From an optimization exercise on the open Yosys and OpenROAD flow, aimed at small area; shortcuts taken in it are not production practice. Function was checked by simulation only, so behaviour that the tests miss may differ from the original. Power is estimated from default activity; no workload was simulated.

==> flow/design.v <==
module cam #(
    parameter int DATA_WIDTH  = 32,
    parameter int DEPTH       = 32,
    parameter int INDEX_WIDTH = 5
) (
    input  logic                   clk,
    input  logic                   reset,
    input  logic                   read,
    input  logic [INDEX_WIDTH-1:0] read_index,
    input  logic                   write,
    input  logic [INDEX_WIDTH-1:0] write_index,
    input  logic [DATA_WIDTH-1:0]  write_data,
    input  logic                   search,
    input  logic [DATA_WIDTH-1:0]  search_data,
    output logic                   read_valid,
    output logic [DATA_WIDTH-1:0]  read_value,
    output logic                   search_valid,
    output logic [INDEX_WIDTH-1:0] search_index
);
    logic [DATA_WIDTH-1:0] entry_data [DEPTH];
    logic [DEPTH-1:0]      entry_valid;
    logic [DEPTH-1:0]      match;
    logic [DEPTH-1:0]      wsel, whold, rsel;
    always_comb begin
        for (int i = 0; i < DEPTH; i++) begin
            wsel[i]  = write && (write_index == INDEX_WIDTH'(i));
            whold[i] = !wsel[i];
            rsel[i]  = read && (read_index == INDEX_WIDTH'(i)) && entry_valid[i];
        end
    end
    always_ff @(posedge clk) begin
        if (!reset)
            entry_valid <= '0;
        else if (write)
            entry_valid[write_index] <= 1'b1;
    end
    for (genvar i = 0; i < DEPTH; i++) begin : g_row
        cam_row #(.W(DATA_WIDTH)) u_row (
            .clk(clk), .set(wsel[i]), .hold(whold[i]), .d(write_data),
            .valid(entry_valid[i]), .key(search_data),
            .q(entry_data[i]), .match(match[i]));
    end
    assign read_valid = |rsel;
    for (genvar j = 0; j < DATA_WIDTH; j++) begin : g_rd
        logic [DEPTH-1:0] col;
        for (genvar i = 0; i < DEPTH; i++) begin : g_col
            assign col[i] = entry_data[i][j];
        end
        cam_rdbit #(.N(DEPTH)) u_rd (.sel(rsel), .d(col), .y(read_value[j]));
    end
    always_comb begin
        search_valid = 1'b0;
        search_index = '0;
        if (search) begin
            for (int i = DEPTH - 1; i >= 0; i--) begin
                if (match[i]) begin
                    search_valid = 1'b1;
                    search_index = INDEX_WIDTH'(i);
                end
            end
        end
    end
endmodule
module cam_row #(
    parameter int W = 32
) (
    input  logic         clk,
    input  logic         set,
    input  logic         hold,
    input  logic [W-1:0] d,
    input  logic         valid,
    input  logic [W-1:0] key,
    output logic [W-1:0] q,
    output logic         match
);
    always_ff @(posedge clk)
        q <= ({W{set}} & d) | ({W{hold}} & q);
    assign match = valid && (q == key);
endmodule
module cam_rdbit #(
    parameter int N = 32    
) (
    input  logic [N-1:0] sel,
    input  logic [N-1:0] d,
    output logic         y
);
    logic [10:0] n;
    for (genvar g = 0; g < 10; g++) begin : g_aoi
        cam_aoi222 u_aoi (
            .a1(sel[3*g]),   .a2(d[3*g]),
            .b1(sel[3*g+1]), .b2(d[3*g+1]),
            .c1(sel[3*g+2]), .c2(d[3*g+2]),
            .y(n[g]));
    end
    cam_aoi22 u_aoi22 (.a1(sel[30]), .a2(d[30]), .b1(sel[31]), .b2(d[31]), .y(n[10]));
    assign y = ~&n;
endmodule
module cam_aoi222 (
    input  logic a1, a2, b1, b2, c1, c2,
    output logic y
);
    assign y = ~((a1 & a2) | (b1 & b2) | (c1 & c2));
endmodule
module cam_aoi22 (
    input  logic a1, a2, b1, b2,
    output logic y
);
    assign y = ~((a1 & a2) | (b1 & b2));
endmodule
clock: 8.0 ns
lec_check: 0
cap_margin: 20
core_margin: 2
core_utilization: 55
cts_cluster_diameter: 120
cts_cluster_size: 24
setup_slack_margin: 0.2
slew_margin: 20
synth_hierarchical: 1
standard.sh (not shown) runs the stock make flow with config.mk's settings and CLKGATE_MAP_FILE= SYNTH_SCRIPT=/design/flow/synth_recipe.tcl, a recipe that flattens the netlist after the stock synthesis.
==> flow/flow/run.sh <==
#!/bin/bash
set -euo pipefail
here=$(pwd)
export BUFFER_PORTS_ARGS="-buffer_cell sky130_fd_sc_hd__buf_1"
export CTS_ARGS="-sink_clustering_enable -repair_clock_nets -sink_clustering_size 24 -sink_clustering_max_diameter 120 -dont_use_dummy_load"
export POST_FLOORPLAN_TCL="$here/flow/downsize.tcl"
export RECOVER_POWER=100
bash standard.sh finish > flow.log 2>&1
==> flow/flow/downsize.tcl <==
# Sized-down start for the resizer: every combinational cell that synthesis
# mapped at a drive strength above 1 is set back to its _1 variant when that
# is smaller. Flip-flops, latches, tie, tap and fill cells are left alone.
# repair_design and repair_timing in the later steps upsize again wherever
# slew, capacitance or timing needs it.
set n 0
set saved 0.0
foreach inst [[ord::get_db_block] getInsts] {
  set m [$inst getMaster]
  set name [$m getName]
  if {![regexp {^(sky130_fd_sc_hd__)([a-z0-9]+)_([0-9]+)$} $name -> pfx base drive]} { continue }
  if {$drive <= 1} { continue }
  if {[regexp {^(df|edf|sdf|sedf|dl|conb|tap|fill|decap|clk)} $base]} { continue }
  set small [get_lib_cells -quiet ${pfx}${base}_1]
  if {[llength $small] == 0} { continue }
  if {[get_property $small dont_use]} { continue }
  set nm [[ord::get_db] findMaster ${pfx}${base}_1]
  if {$nm eq "NULL"} { continue }
  set a0 [expr {[$m getWidth] * [$m getHeight]}]
  set a1 [expr {[$nm getWidth] * [$nm getHeight]}]
  if {$a1 >= $a0} { continue }
  replace_cell [$inst getName] ${pfx}${base}_1
  incr n
  set saved [expr {$saved + ($a0 - $a1) / 1e6}]
}
puts "downsize: resized $n instances, [format %.1f $saved] um2 smaller"
The first run completed, yet does not pass: max-capacitance violations, max-slew violations.
Edit:
==> flow/run.sh (new file) <==
#!/bin/bash
# synth_recipe.tcl (not shown) runs the flow's synth.tcl, then flattens the netlist and writes it again
# the make line also repeats each setting of config.mk as NAME=value (left out here)
make -C /OpenROAD-flow-scripts/flow DESIGN_CONFIG=/design/flow/config.mk WORK_HOME=/design/flow/orfs CLKGATE_MAP_FILE= SYNTH_SCRIPT=/design/flow/synth_recipe.tcl finish
removed: flow/flow/run.sh
removed: flow/flow/downsize.tcl
removed: flow/standard.sh
What happened: With this change the flow completed without violations. Cell count rose by 0.48%. Synthesized cell count stays the same. Die area does not change. Non-clock buffer count rose by 32. Critical path depth fell by 4.
Edit:
==> flow/flow/run.sh (new file) <==
#!/bin/bash
set -euo pipefail
export BUFFER_PORTS_ARGS="-buffer_cell sky130_fd_sc_hd__buf_1"
export CTS_ARGS="-sink_clustering_enable -repair_clock_nets -sink_clustering_size 24 -sink_clustering_max_diameter 120 -dont_use_dummy_load"
bash standard.sh finish > flow.log 2>&1
==> flow/standard.sh (new file) <==
#!/bin/bash
# synth_recipe.tcl (not shown) runs the flow's synth.tcl, then flattens the netlist and writes it again
# the make line also repeats each setting of config.mk as NAME=value (left out here)
make -C /OpenROAD-flow-scripts/flow DESIGN_CONFIG=/design/flow/config.mk WORK_HOME=/design/flow/orfs CLKGATE_MAP_FILE= SYNTH_SCRIPT=/design/flow/synth_recipe.tcl "${@:-finish}"
removed: flow/run.sh
Outcome: Register-to-register slack is better by 30 ps. Routed wire length rose by a few percent. Via count rose slightly. Area after synthesis does not change. Total power rose slightly. Non-clock buffer count fell by 27. Die area does not change. Combinational power hardly moves. Clock skew is unchanged.
Edit:
--- a/flow/flow/run.sh
+++ b/flow/flow/run.sh
@@ -2,0 +3 @@
+here=$(pwd)
@@ -4,0 +6 @@
+export POST_FLOORPLAN_TCL="$here/flow/downsize.tcl"
==> flow/flow/downsize.tcl (new file) <==
# Sized-down start for the resizer: every combinational cell that synthesis
# mapped at a drive strength above 1 is set back to its _1 variant when that
# is smaller. Flip-flops, latches, tie, tap and fill cells are left alone.
# repair_design and repair_timing in the later steps upsize again wherever
# slew, capacitance or timing needs it.
set n 0
set saved 0.0
foreach inst [[ord::get_db_block] getInsts] {
  set m [$inst getMaster]
  set name [$m getName]
  if {![regexp {^(sky130_fd_sc_hd__)([a-z0-9]+)_([0-9]+)$} $name -> pfx base drive]} { continue }
  if {$drive <= 1} { continue }
  if {[regexp {^(df|edf|sdf|sedf|dl|conb|tap|fill|decap|clk)} $base]} { continue }
  set small [get_lib_cells -quiet ${pfx}${base}_1]
  if {[llength $small] == 0} { continue }
  if {[get_property $small dont_use]} { continue }
  set nm [[ord::get_db] findMaster ${pfx}${base}_1]
  if {$nm eq "NULL"} { continue }
  set a0 [expr {[$m getWidth] * [$m getHeight]}]
  set a1 [expr {[$nm getWidth] * [$nm getHeight]}]
  if {$a1 >= $a0} { continue }
  replace_cell [$inst getName] ${pfx}${base}_1
  incr n
  set saved [expr {$saved + ($a0 - $a1) / 1e6}]
}
puts "downsize: resized $n instances, [format %.1f $saved] um2 smaller"
=> Final area fell by 0.89%; clock-buffer cell count shrinks by 1; setup slack loses 390 ps.

========
Setup of juniper:
Another version of the RTL of cam (not shown whole).
For scale: roughly 4400 cells after synthesis, ~1100 flip-flops, ~120 I/O pins, ~48000 sq um of cells after synthesis.
Settings: LEC_CHECK=0, CAP_MARGIN=10, CORE_MARGIN=2, CORE_UTILIZATION=60, CTS_CLUSTER_DIAMETER=120, CTS_CLUSTER_SIZE=24, SETUP_SLACK_MARGIN=0.2, SLEW_MARGIN=10, SYNTH_HIERARCHICAL=1; clock period 8.0 ns.
==> flow/flow/run.sh <==
#!/bin/bash
set -euo pipefail
here=$(pwd)
export BUFFER_PORTS_ARGS="-buffer_cell sky130_fd_sc_hd__buf_1"
export CTS_ARGS="-sink_clustering_enable -repair_clock_nets -sink_clustering_size 24 -sink_clustering_max_diameter 120 -dont_use_dummy_load"
export POST_FLOORPLAN_TCL="$here/flow/downsize.tcl"
bash standard.sh finish > flow.log 2>&1
==> flow/flow/downsize.tcl <==
# Sized-down start for the resizer: every combinational cell that synthesis
# mapped at a drive strength above 1 is set back to its _1 variant when that
# is smaller. Flip-flops, latches, tie, tap and fill cells are left alone.
# repair_design and repair_timing in the later steps upsize again wherever
# slew, capacitance or timing needs it.
set n 0
set saved 0.0
foreach inst [[ord::get_db_block] getInsts] {
  set m [$inst getMaster]
  set name [$m getName]
  if {![regexp {^(sky130_fd_sc_hd__)([a-z0-9]+)_([0-9]+)$} $name -> pfx base drive]} { continue }
  if {$drive <= 1} { continue }
  if {[regexp {^(df|edf|sdf|sedf|dl|conb|tap|fill|decap|clk)} $base]} { continue }
  set small [get_lib_cells -quiet ${pfx}${base}_1]
  if {[llength $small] == 0} { continue }
  if {[get_property $small dont_use]} { continue }
  set nm [[ord::get_db] findMaster ${pfx}${base}_1]
  if {$nm eq "NULL"} { continue }
  set a0 [expr {[$m getWidth] * [$m getHeight]}]
  set a1 [expr {[$nm getWidth] * [$nm getHeight]}]
  if {$a1 >= $a0} { continue }
  replace_cell [$inst getName] ${pfx}${base}_1
  incr n
  set saved [expr {$saved + ($a0 - $a1) / 1e6}]
}
puts "downsize: resized $n instances, [format %.1f $saved] um2 smaller"
juniper: flow completed, timing, DRC and antenna clean
Input-level comparison between nickel and juniper:
Settings: changing CORE_UTILIZATION from 60 to 55; changing CAP_MARGIN from 10 to 20; changing SLEW_MARGIN from 10 to 20.
==> comparison <==
In the route summary, nickel ends up with a via count below that of juniper.
The share of total power in the clock network of nickel and that of juniper are within noise of each other.
Compared with juniper, nickel shows top fanout value on the critical path higher by 4.
nickel against juniper: sequential fraction of total cell area lost 0.18 points, internal reg-to-reg setup slack lost 0.05 ns, number of logic stages on the critical path including buffering lost 2.

-- afterwards: timing with drivers on the ports --
No port has a modelled driver above. Below, the same layouts with a new extraction and two added sets of constraints. Step 1 sets driving cells, clkbuf_16 on the clock port and buf_2 on the other inputs (assumed; they add their load-dependent delay and slew). Step 2 also shifts input and output timing later by t, the mid clock arrival at the registers, as if the neighbouring blocks saw the same clock. Slacks: no drivers / after step 1 / after step 2; pairs: no drivers / after step 1.
run	shift t [ns]	setup WS [ns]	worst hold slack (ns)	latest minus earliest clock arrival (ns)	worst register clock-pin slew, ns
the first run of note 1	0.744	0.346 / 0.213 / 0.213	0.524 / 0.524 / 0.524	0.022 / 0.023	0.11 / 0.11
the second run of note 1	0.732	0.677 / 0.655 / 0.655	0.525 / 0.525 / 0.525	0.022 / 0.021	0.11 / 0.11
the third run of note 1	0.766	0.762 / 0.686 / 0.686	0.529 / 0.529 / 0.529	0.066 / 0.066	0.11 / 0.11
the fourth run of note 1	0.746	0.369 / 0.236 / 0.236	0.523 / 0.523 / 0.523	0.020 / 0.021	0.11 / 0.11
juniper	0.724	0.411 / 0.362 / 0.362	0.514 / 0.514 / 0.514	0.046 / 0.047	0.11 / 0.11
nickel	0.722	0.598 / 0.555 / 0.555	0.500 / 0.500 / 0.500	0.042 / 0.041	0.10 / 0.10
